From an optimization exercise on the open Yosys and OpenROAD flow, aimed at small area, a short achievable clock period and few clock cycles per item; shortcuts taken in it are not production practice. Only simulation tests tie the RTL to the original design; equivalence was not proved. The flow treats the clock pin as an ideal source, which a real chip does not have. No activity file was given, so power comes from the tool's default toggle rates.

`run.sh`:
```
#!/bin/bash
# synth_recipe.tcl (not shown) runs the flow's synth.tcl, then flattens the netlist and writes it again
# the make line also repeats each setting of config.mk as NAME=value (left out here)
make -C /OpenROAD-flow-scripts/flow DESIGN_CONFIG=/design/flow/config.mk WORK_HOME=/design/flow/orfs CLKGATE_MAP_FILE= SYNTH_SCRIPT=/design/flow/synth_recipe.tcl finish
```
`config.mk`:
```
export PLATFORM = sky130hd
export DESIGN_NAME = datamemory_ctrl
export DESIGN_NICKNAME = datamemory_ctrl
export VERILOG_FILES = /design/flow/design.v
export SDC_FILE = /design/flow/constraint.sdc
export NUM_CORES = 4
export LEC_CHECK = 0
export CAP_MARGIN = 20
export CORE_MARGIN = 2
export CORE_UTILIZATION = 55
export CTS_CLUSTER_DIAMETER = 100
export CTS_CLUSTER_SIZE = 30
export SETUP_SLACK_MARGIN = 3.38
export SLEW_MARGIN = 20
export SYNTH_HIERARCHICAL = 1
```
`constraint.sdc`:
```
create_clock -name core_clock -period 6.0 [get_ports {clk}]
set_input_delay 1.2000 -clock core_clock [delete_from_list [all_inputs] [get_ports {clk}]]
set_output_delay 1.2000 -clock core_clock [all_outputs]
set_load 0.01 [all_outputs]
```
`design.v`:
```
module datamemory_ctrl #(
    parameter int DM_ADDRESS = 9,
    parameter int DATA_W     = 32
) (
    input  logic                  clk,
    input  logic                  reset,
    input  logic                  MemRead,
    input  logic                  MemWrite,
    input  logic [DM_ADDRESS-1:0] a,
    input  logic [DATA_W-1:0]     wd,
    input  logic [2:0]            Funct3,
    output logic                  req_ready,
    output logic [DATA_W-1:0]     rd,
    output logic                  rsp_valid,
    output logic                  err
);
    localparam int NB    = DATA_W / 8;
    localparam int LB    = $clog2(NB);
    localparam int WA    = DM_ADDRESS - LB;
    localparam int DEPTH = 2 ** WA;
    localparam int NLO   = 8;               
    localparam int NHI   = DEPTH / NLO;     
    logic          take;
    logic          legal_in;
    logic [1:0]    off_in;
    logic [WA-1:0] word_in;
    logic [WA-1:0] word_inc;
    logic [2:0]    nbm1_in;           
    assign take     = !reset && (MemRead || MemWrite);
    assign off_in   = a[LB-1:0];
    assign word_in  = a[DM_ADDRESS-1:LB];
    assign word_inc = word_in + WA'(1);    
    assign nbm1_in  = (Funct3[1:0] == 2'b00) ? 3'd0 : (Funct3[1:0] == 2'b01) ? 3'd1 : 3'd3;
    always_comb begin
        case (Funct3)
            3'b000, 3'b001, 3'b010, 3'b100, 3'b101: legal_in = 1'b1;
            default:                                legal_in = 1'b0;
        endcase
    end
    logic                     s1_valid;
    logic                     s1_err;
    logic [1:0]               s1_off;
    logic [2:0]               s1_f3;
    logic [NB-1:0][NLO-1:0]   s1_lo_n;      
    logic [NB-1:0][NHI-1:0]   s1_hi_n;      
    logic [NB-1:0]            s1_we_n;      
    logic [NB-1:0][7:0]       s1_wbyte;
    always_ff @(posedge clk) begin
        s1_valid <= take;
        s1_err   <= !legal_in;
        s1_off   <= off_in;
        s1_f3    <= Funct3;
        for (int b = 0; b < NB; b++) begin
            logic [LB-1:0] k;
            logic [WA-1:0] row;
            k = LB'(b) - off_in;
            row = (LB'(b) < off_in) ? word_inc : word_in;
            for (int i = 0; i < NLO; i++) s1_lo_n[b][i] <= (row[2:0] != 3'(i));
            for (int i = 0; i < NHI; i++) s1_hi_n[b][i] <= (row[WA-1:3] != (WA-3)'(i));
            s1_we_n[b]  <= !(take && MemWrite && !MemRead && legal_in &&
                             ({1'b0, k} <= nbm1_in));
            s1_wbyte[b] <= wd[8*int'(k) +: 8];
        end
    end
    logic [NB-1:0][DEPTH-1:0]      sel;
    logic [NB-1:0][DEPTH-1:0]      wen;
    logic [NB-1:0][DEPTH-1:0][7:0] mem;
    localparam int NP = ((DEPTH + 2) / 3 + 15) / 16;
    logic [NB-1:0][7:0][NP-1:0]    bank_pz;    
    for (genvar gb = 0; gb < NB; gb++) begin : g_bank
        dmem_row_dec #(.NLO(NLO), .NHI(NHI)) u_dec (
            .lo_n (s1_lo_n[gb]),
            .hi_n (s1_hi_n[gb]),
            .we_n (s1_we_n[gb]),
            .sel (sel[gb]),
            .wen (wen[gb])
        );
        dmem_rd_mux #(.DEPTH(DEPTH)) u_rd (
            .sel  (sel[gb]),
            .data (mem[gb]),
            .pz   (bank_pz[gb])
        );
    end
    always_ff @(posedge clk) begin
        for (int b = 0; b < NB; b++) begin
            for (int r = 0; r < DEPTH; r++) begin
                if (wen[b][r]) begin
                    mem[b][r] <= s1_wbyte[b];
                end
            end
        end
    end
    logic [NB-1:0][7:0][NP-1:0] s2_pz;
    logic [NB-1:0][7:0]         s2_raw;
    logic               s2_valid;
    logic               s2_err;
    logic [1:0]         s2_off;
    logic [2:0]         s2_f3;
    always_ff @(posedge clk) begin
        s2_pz    <= bank_pz;
        s2_valid <= s1_valid && !reset;
        s2_err   <= s1_err;
        s2_off   <= s1_off;
        s2_f3    <= s1_f3;
    end
    always_comb begin
        for (int b = 0; b < NB; b++) begin
            for (int k = 0; k < 8; k++) begin
                s2_raw[b][k] = ~&s2_pz[b][k];
            end
        end
    end
    logic [DATA_W-1:0] load_raw;
    logic [DATA_W-1:0] load_value;
    logic              sign_bit;
    always_comb begin
        for (int k = 0; k < NB; k++) begin
            load_raw[8*k +: 8] = s2_raw[LB'(s2_off + LB'(k))];
        end
        case (s2_f3[1:0])
            2'b00:   sign_bit = !s2_f3[2] && load_raw[7];
            2'b01:   sign_bit = !s2_f3[2] && load_raw[15];
            default: sign_bit = 1'b0;
        endcase
        load_value = load_raw;
        if (s2_f3[1:0] == 2'b00) load_value[31:8]  = {24{sign_bit}};
        if (s2_f3[1:0] == 2'b01) load_value[31:16] = {16{sign_bit}};
    end
    logic [DATA_W-1:0] rd_reg;
    logic              rsp_valid_reg;
    logic              err_reg;
    always_ff @(posedge clk) begin
        rd_reg        <= load_value;
        rsp_valid_reg <= s2_valid && !reset;
        err_reg       <= s2_err;
    end
    assign req_ready = 1'b1;
    assign rd        = rd_reg;
    assign rsp_valid = rsp_valid_reg;
    assign err       = err_reg;
endmodule
module dmem_row_dec #(
    parameter int NLO = 8,
    parameter int NHI = 16
) (
    input  logic [NLO-1:0]     lo_n,
    input  logic [NHI-1:0]     hi_n,
    input  logic               we_n,
    output logic [NLO*NHI-1:0] sel,
    output logic [NLO*NHI-1:0] wen
);
    logic [NLO-1:0] lowe_n;
    assign lowe_n = lo_n | {NLO{we_n}};
    for (genvar r = 0; r < NLO * NHI; r++) begin : g_row
        dmem_nor2 u_sel (.a(lo_n[r % NLO]),   .b(hi_n[r / NLO]), .y(sel[r]));
        dmem_nor2 u_wen (.a(lowe_n[r % NLO]), .b(hi_n[r / NLO]), .y(wen[r]));
    end
endmodule
module dmem_nor2 (
    input  logic a,
    input  logic b,
    output logic y
);
    assign y = !(a || b);
endmodule
module dmem_rd_mux #(
    parameter int DEPTH = 128,
    parameter int NP    = ((DEPTH + 2) / 3 + 15) / 16
) (
    input  logic [DEPTH-1:0]      sel,
    input  logic [DEPTH-1:0][7:0] data,
    output logic [7:0][NP-1:0]    pz
);
    localparam int NG = (DEPTH + 2) / 3;
    logic [3*NG-1:0]      sel_p;
    logic [3*NG-1:0][7:0] data_p;
    logic [7:0][NG-1:0]   grp_n;
    assign sel_p  = (3*NG)'(sel);
    assign data_p = (3*NG*8)'(data);
    for (genvar g = 0; g < NG; g++) begin : g_grp
        for (genvar k = 0; k < 8; k++) begin : g_bit
            dmem_aoi3 u_aoi (
                .s (sel_p[3*g +: 3]),
                .d ({data_p[3*g+2][k], data_p[3*g+1][k], data_p[3*g][k]}),
                .y (grp_n[k][g])
            );
        end
    end
    for (genvar k = 0; k < 8; k++) begin : g_merge
        for (genvar j = 0; j < NP; j++) begin : g_part
            localparam int LO = 16 * j;
            localparam int HI = (16 * j + 15 < NG - 1) ? 16 * j + 15 : NG - 1;
            assign pz[k][j] = &grp_n[k][HI:LO];
        end
    end
endmodule
module dmem_aoi3 (
    input  logic [2:0] s,
    input  logic [2:0] d,
    output logic       y
);
    assign y = ~|(s & d);
endmodule
```
==> impl_metrics.csv, run 1 <==
group,metric,value,unit
synthesis,synth-edff-count,4096,
sta,finalSetupViolations,0,
pwr,peakVddDrop,315.2,uV
pwr,combPwrFrac,0.038,
place,place_congestion,0.8655,
worst_setup_path,worstPathMaxFanout,1,
sta,finalCritPeriodShare,0.4438,
synthesis,yosysSeqAreaShare,0.8401,
min_path,hp-class,"flop to flop",
routing,drt_iter0_drc,17222,
routing,drt-total-wl,407000,um
synthesis,synth_area_per_cell,19.78,um^2
finish,largest_reg_flops,4096,
pwr,total_power,0.05118,W
clocking,cts.path.max_buffers,3,
clocking,cts_buffers,165,
grt,grt_pass1_wl,576200,um
worst_setup_path,cp_data_required_time,4.80,ns
finish,regMostFlops,"mem",
worst_setup_path,r2r-end,"s2_pz[4]$_DFF_P_",
sta,tightestPinTransition,1.130,ns
clocking,cts_tree,"yes",
synthesis,synthFlopType,"edfxtp_1",
floorplanning,dieArea,282400,um^2
clocking,post-cts-setup-buffers,0,
clocking,cts_sinks,4372,
grt,grt_max_degree,100,
routing,vias_per_cell,7.029,
finish,drive_gt1_frac,0.06941,
floorplanning,ios,83,
flow_run,max-cap-violations,0,
min_path,hold_end,"s2_err$_DFF_P_",
place,port_buffers,81,
synthesis,yosysTopAreaCellShare,0.8040,
floorplanning,die_x,531.4,um
worst_setup_path,endpoint_kind,"output pin",
worst_setup_path,slowest_delay,0.47,ns
worst_setup_path,worstPathArrival,1.46,ns
finish,regArea,128800,um^2
finish,syn2layout_area_growth,7.525,%
floorplanning,die_y,531.4,um
routing,ant_nets,0,
min_path,hold_start,"s1_err$_DFF_P_",
sta,clock.fmax,0.3756,GHz
worst_setup_path,cp-start-kind,"flop",
routing,wl_per_cell,34.08,um
synthesis,synth_area_leaders,"edfxtp_1 (80%), a222oi_1 (9.0%), dfxtp_1 (3.6%)",
min_path,min_path_cells,0,
clocking,worstSkewPairLatency,0.88,ns
routing,vias,83926,
sta,holdWs,0.3388,ns
worst_setup_path,reg2reg_depth,5,
sta,hold_viol,0,
routing,drtPass1Iterations,10,
clocking,htreeDepth,4,
place,place.detailed.hpwl,253600,um
worst_setup_path,cp_top_family,"flip-flops",
sta,skew,0.03222,ns
sta,slew_headroom,0.2468,
synthesis,yosysMostFrequentCell,"edfxtp_1",
pwr,power_frac_seq,0.685,
finish,multi_input_area,24590,um^2
pwr,power_density,311.2,nW/um^2
run_status,status,"timing/DRC/antenna clean",
pwr,leakage,48.35,nW
pwr,clockPowerShare,0.277,
routing,post-route-drc-count,0,
grt,grt_pass1_vias,79990,
grt,antenna_found_initial,32,
worst_setup_path,slowest_stage,"dfxtp_4",
grt,grt_usage,0.2801,
clocking,clk_pin_slew_worst_paths,0.12,ns
finish,nFillCells,20046,
floorplanning,row_count,193,
worst_setup_path,r2r_slack,3.37,ns
pwr,intPower,0.04009,W
synthesis,synth_commonest_cells,"edfxtp_1 (4096), a222oi_1 (1376), nor2_1 (1059)",
sta,slew_viol_final,0,
synthesis,yosys.area.top_type,"edfxtp_1",
sta,period_minus_slack,2.663,ns
worst_setup_path,crit_chain,"buf_6",
synthesis,ys_ff_latch,4372,
worst_setup_path,crit_type,"flop to output pin",
synthesis,synth.distinct_cells,49,
finish,layout.nets,8143,
floorplanning,coreArea,276500,um^2
pwr,switching_power,0.01109,W
synthesis,syn_inst,7733,
synthesis,ys.warnings.count,7,
pwr,switching_share,0.2167,
clocking,root_buffer,"clkbuf_16",
grt,overflow,0,
worst_setup_path,path_buf_inv,1,
floorplanning,initial_core_util,0.5533,
finish,reg.largest.list,"mem x4096, s2_pz x96, s1_hi_n x64",
worst_setup_path,rr_startpoint,"s1_lo_n[5]$_DFF_P_",
synthesis,syn_area,153000,um^2
sta,rsz0062_at_grt,"true",
sta,tns,0,ns
synthesis,synthArstFlopShare,0,
## Yosys stat by module (local to each module, per instance), excerpt
module,copies in the design,flops+latches,cell area (um^2)
datamemory_ctrl,1,4372,132000
dmem_aoi3,1376,0,10.01
dmem_nor2,1024,0,3.754
## worst max-delay path by stage
stage | start | endpoint | slack (ns) | cells past startpoint
2_1_floorplan | a[1] | s1_we_n[2]$_DFF_P_ | 3.33 | 10
3_3_place_gp | a[3] | s1_hi_n[29]$_DFF_P_ | 1.92 | 6
3_5_place_dp | a[3] | s1_hi_n[26]$_DFF_P_ | 1.84 | 6
4_1_cts | rd_reg[10]$_DFF_P_ | rd[10] | 3.16 | 1
5_1_grt | rd_reg[10]$_DFF_P_ | rd[10] | 3.31 | 1
6_report | rd_reg[10]$_DFF_P_ | rd[10] | 3.34 | 1
## per-stage QoR
step	instances	util	area, um^2	worst slack, ns
3_5_place_dp	11619	0.5761	159300	1.838
5_1_grt	11938	0.5949	164500	3.305
6_report	11940	0.5949	164500	3.337
3_3_place_gp	11619	0.5761	159300	1.923
2_1_floorplan	7793	-	153400	3.327
4_1_cts	11917	0.5945	164400	3.160
## cell type report
type,instances,share of cell area
sequential,4372,0.7832
antenna,23,0.0003499
clock buffer,284,0.02826
tap,3705,0.02818
multi-input combinational,3364,0.1495
timing repair buffer,164,0.008755
inverter,14,0.0003347
clock inverter,14,0.001438
## cells by family after synthesis
family | Yosys count | synth area share
flip-flops | 4372 | 0.8401
buffers and inverters | 57 | 0.001677
multiplexers | 56 | 0.006445
AO/OA/AOI/OAI | 1478 | 0.09433
other | 5 | 0.0001227
adder cells (fa/ha/maj) | 14 | 0.001145
XOR/XNOR | 26 | 0.001611
AND/OR/NAND/NOR | 1725 | 0.05456
## layout by cell type (no fill, tap or decap), types with 11 or more instances in the layout
master,count
a21oi_1,16
clkdlybuf4s50_1,39
dfxtp_1,159
dfxtp_4,66
ha_1,11
nor2_1,1059
buf_6,33
or2_2,24
o21ai_0,29
edfxtp_1,4096
nand4b_1,14
nor4_2,63
nand4_1,338
dfxtp_2,51
a31oi_1,13
nor3_1,44
clkbuf_16,168
a222oi_1,1376
o211ai_1,12
mux2i_1,22
conb_1,65
buf_4,79
diode_2,23
nand3_1,108
a21o_1,18
clkbuf_1,115
mux4_2,34
nand2_1,25
## power groups by stage
stage	Sequential [W]	Clock (W)	Combinational [W]
floorplan	0.0355	0	0.000594
global placement	0.0357	0	0.00188
detailed placement	0.0357	0	0.00192
CTS	0.0351	0.0144	0.00192
global route	0.0351	0.0154	0.00203
finish	0.0351	0.0142	0.00193
## what timing repair did
action	CTS	global route
setup endpoints to repair	470	96
gates cloned	0	0
hold buffers	0	0
pin swaps	2	4
gates resized for setup	269	30
## per-layer routing
layer	share of wire	track usage	up-vias
li1	-	-	35105
met1	0.40	0.4085	43609
met2	0.48	0.4494	4713
met3	0.091	0.03419	499
met4	0.030	0.08076	0
met5	0	0	-
Testbench counts, summed over its fixed seeds: cycles 9,048, items 9,024.
==> run 2, diff against run 1 <==
--- a/design.v
+++ b/design.v
@@ -65,8 +65,7 @@
     logic [NB-1:0][DEPTH-1:0]      sel;
     logic [NB-1:0][DEPTH-1:0]      wen;
     logic [NB-1:0][DEPTH-1:0][7:0] mem;
-    localparam int NP = ((DEPTH + 2) / 3 + 15) / 16;
-    logic [NB-1:0][7:0][NP-1:0]    bank_pz;    
+    logic [NB-1:0][7:0]            bank_rd;
     for (genvar gb = 0; gb < NB; gb++) begin : g_bank
         dmem_row_dec #(.NLO(NLO), .NHI(NHI)) u_dec (
             .lo_n (s1_lo_n[gb]),
@@ -78,7 +77,7 @@
         dmem_rd_mux #(.DEPTH(DEPTH)) u_rd (
             .sel  (sel[gb]),
             .data (mem[gb]),
-            .pz   (bank_pz[gb])
+            .q    (bank_rd[gb])
         );
     end
     always_ff @(posedge clk) begin
@@ -90,25 +89,17 @@
             end
         end
     end
-    logic [NB-1:0][7:0][NP-1:0] s2_pz;
-    logic [NB-1:0][7:0]         s2_raw;
+    logic [NB-1:0][7:0] s2_raw;
     logic               s2_valid;
     logic               s2_err;
     logic [1:0]         s2_off;
     logic [2:0]         s2_f3;
     always_ff @(posedge clk) begin
-        s2_pz    <= bank_pz;
+        s2_raw   <= bank_rd;
         s2_valid <= s1_valid && !reset;
         s2_err   <= s1_err;
         s2_off   <= s1_off;
         s2_f3    <= s1_f3;
-    end
-    always_comb begin
-        for (int b = 0; b < NB; b++) begin
-            for (int k = 0; k < 8; k++) begin
-                s2_raw[b][k] = ~&s2_pz[b][k];
-            end
-        end
     end
     logic [DATA_W-1:0] load_raw;
     logic [DATA_W-1:0] load_value;
@@ -149,11 +140,11 @@
     output logic [NLO*NHI-1:0] sel,
     output logic [NLO*NHI-1:0] wen
 );
-    logic [NLO-1:0] lowe_n;
-    assign lowe_n = lo_n | {NLO{we_n}};
+    logic [NHI-1:0] hiwe_n;
+    assign hiwe_n = hi_n | {NHI{we_n}};
     for (genvar r = 0; r < NLO * NHI; r++) begin : g_row
-        dmem_nor2 u_sel (.a(lo_n[r % NLO]),   .b(hi_n[r / NLO]), .y(sel[r]));
-        dmem_nor2 u_wen (.a(lowe_n[r % NLO]), .b(hi_n[r / NLO]), .y(wen[r]));
+        dmem_nor2 u_sel (.a(lo_n[r % NLO]), .b(hi_n[r / NLO]),   .y(sel[r]));
+        dmem_nor2 u_wen (.a(lo_n[r % NLO]), .b(hiwe_n[r / NLO]), .y(wen[r]));
     end
 endmodule
 module dmem_nor2 (
@@ -164,12 +155,11 @@
     assign y = !(a || b);
 endmodule
 module dmem_rd_mux #(
-    parameter int DEPTH = 128,
-    parameter int NP    = ((DEPTH + 2) / 3 + 15) / 16
+    parameter int DEPTH = 128
 ) (
     input  logic [DEPTH-1:0]      sel,
     input  logic [DEPTH-1:0][7:0] data,
-    output logic [7:0][NP-1:0]    pz
+    output logic [7:0]            q
 );
     localparam int NG = (DEPTH + 2) / 3;
     logic [3*NG-1:0]      sel_p;
@@ -187,11 +177,7 @@
         end
     end
     for (genvar k = 0; k < 8; k++) begin : g_merge
-        for (genvar j = 0; j < NP; j++) begin : g_part
-            localparam int LO = 16 * j;
-            localparam int HI = (16 * j + 15 < NG - 1) ? 16 * j + 15 : NG - 1;
-            assign pz[k][j] = &grp_n[k][HI:LO];
-        end
+        assign q[k] = ~&grp_n[k];
     end
 endmodule
 module dmem_aoi3 (
==> flow/run.sh (new file) <==
#!/bin/bash
# Own layout flow: the standard ORFS layout (standard.sh, unchanged
# synthesis), run in two parts so that setup repair aims at the tighter
# target only once the clock tree is built (with ideal clocks before CTS,
# the input and output paths are misjudged by the clock insertion delay),
# and with CTS told not to add dummy loads.
set -euo pipefail
MARGIN=$(cat flow/margin.txt)
export CTS_ARGS="-sink_clustering_enable -repair_clock_nets -sink_clustering_size 30 -sink_clustering_max_diameter 100 -dont_use_dummy_load"
SETUP_SLACK_MARGIN=0 bash standard.sh synth > make_synth.log 2>&1
SETUP_SLACK_MARGIN=0 bash standard.sh floorplan place > make_floorplan_place.log 2>&1
SETUP_SLACK_MARGIN=$MARGIN bash standard.sh cts > make_cts.log 2>&1
SETUP_SLACK_MARGIN=$MARGIN bash standard.sh finish > make_route_finish.log 2>&1
==> flow/margin.txt (new file) <==
3.3
==> standard.sh (new file) <==
#!/bin/bash
# synth_recipe.tcl (not shown) runs the flow's synth.tcl, then flattens the netlist and writes it again
# the make line also repeats each setting of config.mk as NAME=value (left out here)
make -C /OpenROAD-flow-scripts/flow DESIGN_CONFIG=/design/flow/config.mk WORK_HOME=/design/flow/orfs CLKGATE_MAP_FILE= SYNTH_SCRIPT=/design/flow/synth_recipe.tcl "${@:-finish}"
--- a/config.mk
+++ b/config.mk
@@ -8,8 +8,5 @@
 export CAP_MARGIN = 20
 export CORE_MARGIN = 2
 export CORE_UTILIZATION = 55
-export CTS_CLUSTER_DIAMETER = 100
-export CTS_CLUSTER_SIZE = 30
-export SETUP_SLACK_MARGIN = 3.38
 export SLEW_MARGIN = 20
 export SYNTH_HIERARCHICAL = 1
removed: run.sh
==> run 2 against run 1 <==
  * Still clean on timing, DRC and antenna
  * Sequential share of layout area down 0.42 points
  * Routed wire length shrank 2.2%
  * Clock skew rose by 0.033 ns
  * Hold slack lost 0.0032 ns
  * Clock power down 6%
  * Clock-buffer cell count shrank 118
  * Die area shrank 0.76%
  * Register-to-register slack got worse by 0.09 ns
  * Largest power group unchanged
  * Highest routed layer is now met5
==> impl_metrics.csv, run 2 <==
group,metric,value,unit
run_status,status,"timing/DRC/antenna clean",
floorplanning,coreArea,274100,um^2
floorplanning,initial_core_util,0.5538,
pwr,switching_share,0.2165,
routing,ant_nets,0,
worst_setup_path,cp-start-kind,"flop",
worst_setup_path,r2r-end,"s2_raw[30]$_DFF_P_",
pwr,switching_power,0.01084,W
routing,post-route-drc-count,0,
sta,clock.fmax,0.3680,GHz
finish,layout.nets,8201,
grt,grt_max_degree,108,
sta,hold_viol,0,
worst_setup_path,worstPathMaxFanout,8,
floorplanning,die_y,529.4,um
synthesis,ys_ff_latch,4308,
sta,tightestPinTransition,1.141,ns
synthesis,synthArstFlopShare,0,
clocking,clk_pin_slew_worst_paths,0.12,ns
place,dp.cells,11601,
floorplanning,dieArea,280200,um^2
pwr,power_frac_seq,0.690,
place,place.detailed.hpwl,249100,um
grt,grt_usage,0.2768,
synthesis,yosysTopAreaCellShare,0.8102,
clocking,cts_buffers,166,
synthesis,synth-edff-count,4096,
finish,drive_gt1_frac,0.07644,
finish,syn2layout_area_growth,7.910,%
sta,slew_viol_final,0,
worst_setup_path,reg2reg_depth,8,
worst_setup_path,cp_data_required_time,6.76,ns
synthesis,syn_area,151800,um^2
routing,drtPass1Iterations,10,
clocking,cts.path.max_buffers,4,
sta,slew_headroom,0.2392,
min_path,hold_start,"s1_off[1]$_DFF_P_",
pwr,clockPowerShare,0.268,
min_path,hp-class,"flop to flop",
routing,wl_per_cell,33.62,um
clocking,ctsHoldBuffers,0,
worst_setup_path,crit_type,"flop to flop",
place,place_congestion,0.8540,
synthesis,yosysMostFrequentCell,"edfxtp_1",
synthesis,synthFlopType,"edfxtp_1",
routing,vias,83714,
flow_run,max-cap-violations,0,
synthesis,synthAdderAreaFrac,0.001154,
pwr,combPwrFrac,0.042,
place,port_buffers,81,
clocking,cts_sinks,4308,
grt,grt_pass1_wl,565400,um
synthesis,synth_area_per_cell,19.64,um^2
routing,drt_iter0_drc,17173,
sta,rsz0062_at_grt,"true",
finish,final_common_cell,"edfxtp_1",
worst_setup_path,worstPathArrival,3.48,ns
sta,finalCritPeriodShare,0.4530,
clocking,cts_tree,"yes",
pwr,intPower,0.03924,W
synthesis,yosys.area.top_type,"edfxtp_1",
clocking,htreeDepth,4,
clocking,worstSkewPairLatency,0.90,ns
finish,regMostFlops,"mem",
synthesis,muxShareOfSynthArea,0.008835,
floorplanning,row_count,192,
synthesis,synth-xor-area-share,0.0001731,
min_path,hold_end,"s2_off[1]$_DFF_P_",
worst_setup_path,rr_startpoint,"s1_lo_n[27]$_DFF_P_",
floorplanning,die_x,529.4,um
synthesis,synth_area_leaders,"edfxtp_1 (81%), a222oi_1 (9.1%), dfxtp_1 (2.8%)",
sta,period_minus_slack,2.718,ns
finish,mostFrequentLayoutCells,"edfxtp_1 (4096), a222oi_1 (1376), nor2_1 (1053)",
grt,antenna_found_initial,27,
synthesis,synth_top_family_by_area,"compound AO/OA/AOI/OAI gates",
sta,skew,0.06482,ns
synthesis,synth-compound-area-share,0.09579,
synthesis,yosysSeqAreaShare,0.8382,
routing,drt-total-wl,398100,um
synthesis,synth.distinct_cells,62,
routing,vias_per_cell,7.070,
grt,grt_pass1_vias,80057,
synthesis,ys.warnings.count,7,
sta,tns,0,ns
sta,finalSetupViolations,0,
pwr,leakage,48.19,nW
grt,overflow,0,
finish,fin_cells,11840,
pwr,peakVddDrop,253.8,uV
finish,largest_reg_flops,4096,
floorplanning,ios,83,
clocking,root_buffer,"clkbuf_16",
synthesis,synth_commonest_cells,"edfxtp_1 (4096), a222oi_1 (1376), nor2_1 (1055)",
finish,reg.largest.list,"mem x4096, s1_hi_n x64",
worst_setup_path,endpoint_kind,"flop",
synthesis,syn_inst,7729,
synthesis,synth-simple-area-share,0.05333,
worst_setup_path,r2r_slack,3.28,ns
min_path,min_path_cells,0,
pwr,power_density,305.7,nW/um^2
==> run 2: changes by cell type after synthesis, sizes merged, moves of 14 or more <==
cell and change:
a21o -17, nand2 +65, nand4b -14, or2 +32, nand3 -26, buf +15
dfxtp -64, mux4 +18, a21oi +15
==> run 2: cell type report <==
| class | instances | area (um^2) |
|---|---|---|
| inverter | 18 | 67.56 |
| timing repair buffer | 230 | 2171 |
| multi-input combinational | 3415 | 25160 |
| tap | 3686 | 4612 |
| clock buffer | 166 | 4154 |
| antenna | 17 | 42.54 |
| fill | 19855 | 110300 |
| sequential | 4308 | 127600 |
==> run 2: worst max-delay path by stage <==
stage	startpoint	endpoint	slack, ns	cells after the start
floorplan	a[0]	s1_we_n[2]$_DFF_P_	2.86	10
global placement	Funct3[2]	s1_we_n[0]$_DFF_P_	2.13	5
detailed placement	a[3]	s1_hi_n[17]$_DFF_P_	2.11	6
CTS	s1_lo_n[10]$_DFF_P_	s2_raw[8]$_DFF_P_	3.21	6
global route	s1_lo_n[27]$_DFF_P_	s2_raw[30]$_DFF_P_	3.25	8
finish	s1_lo_n[27]$_DFF_P_	s2_raw[30]$_DFF_P_	3.28	8
==> run 2: cells by family after synthesis <==
logic type | after synthesis
XOR/XNOR | 3
AND/OR/NAND/NOR | 1770
buffers and inverters | 66
other | 5
flip-flops | 4308
multiplexers | 68
AO/OA/AOI/OAI | 1495
adder cells (fa/ha/maj) | 14
==> run 2: repair_timing <==
action                                  CTS  global route
hold endpoints to repair                  0             0
gates resized for setup                 343            44
pin swaps                                46            49
buffers inserted                         35            20
endpoints found under the setup margin  128            88
==> run 2: routing by layer <==
metal,routed length (um),track usage,up-vias
met3,32350,0.02928,426
met1,162100,0.4078,43892
met4,10720,0.07378,2
met2,192900,0.4454,4369
met5,13,0,-
li1,-,-,35025
==> run 2: critical path, cell delays in order (launching register included) <==
cell	delay (ns)
dfxtp_4	0.49
buf_4	0.21
buf_4	0.18
buf_4	0.17
nor2_1	0.13
a222oi_1	0.54
nand4_1	0.26
nor4_4	0.45
nand3_1	0.13
==> run 2: power groups by stage <==
stage	sequential [W]	combinational, W	clock, W
final	0.0345	0.00211	0.0134
after global routing	0.0346	0.00223	0.0146
after CTS	0.0346	0.00206	0.0136
after detailed placement	0.0353	0.00194	0
after global placement	0.0352	0.00190	0
after floorplan	0.0351	0.000562	0
==> run 2: modules after synthesis, one instance, submodules excluded, excerpt <==
module	cell area (um^2)	flops+latches
dmem_nor2	3.754	0
dmem_aoi3	10.01	0
datamemory_ctrl	130800	4308
==> run 2: through the flow <==
step	worst slack [ns]	util	area, um^2	hold slack, ns	total power [W]
after floorplan	2.856	-	152000	0.3096	0.03561
after global placement	2.133	0.5765	158000	0.3127	0.03714
after detailed placement	2.114	0.5765	158000	0.3121	0.03721
after CTS	3.205	0.5960	163400	0.3348	0.05025
after global routing	3.246	0.5976	163800	0.3430	0.05136
final	3.282	0.5976	163800	0.3356	0.05008
Testbench counts of run 2, summed over its fixed seeds: cycles 9,048, items 9,024.

[separate check: timing with driven ports]
How much do the figures lean on ideal ports? The routed layouts below were timed once more, with nothing changed but the port constraints.
Step 1: set_driving_cell puts a clkbuf_16 on clk and a buf_2 on each other input, an assumption about the parent block.
Step 2 also shifts input and output timing later by t, the mid clock arrival at the registers, as if the neighbouring blocks saw the same clock.
a / b / c = ideal / step 1 / step 2; a / b = the first two.
run | shift t [ns] | setup slack, ns | worst setup path at the end
run 1 | 0.962 | 3.337 / 3.244 / 2.431 | input to register
run 2 | 0.966 | 3.282 / 3.230 / 2.361 | input to register
After both steps every run listed still meets setup and hold. For run 2, which loses most, drivers alone change the setup slack by -0.052 ns; drivers and shift together by -0.921 ns.
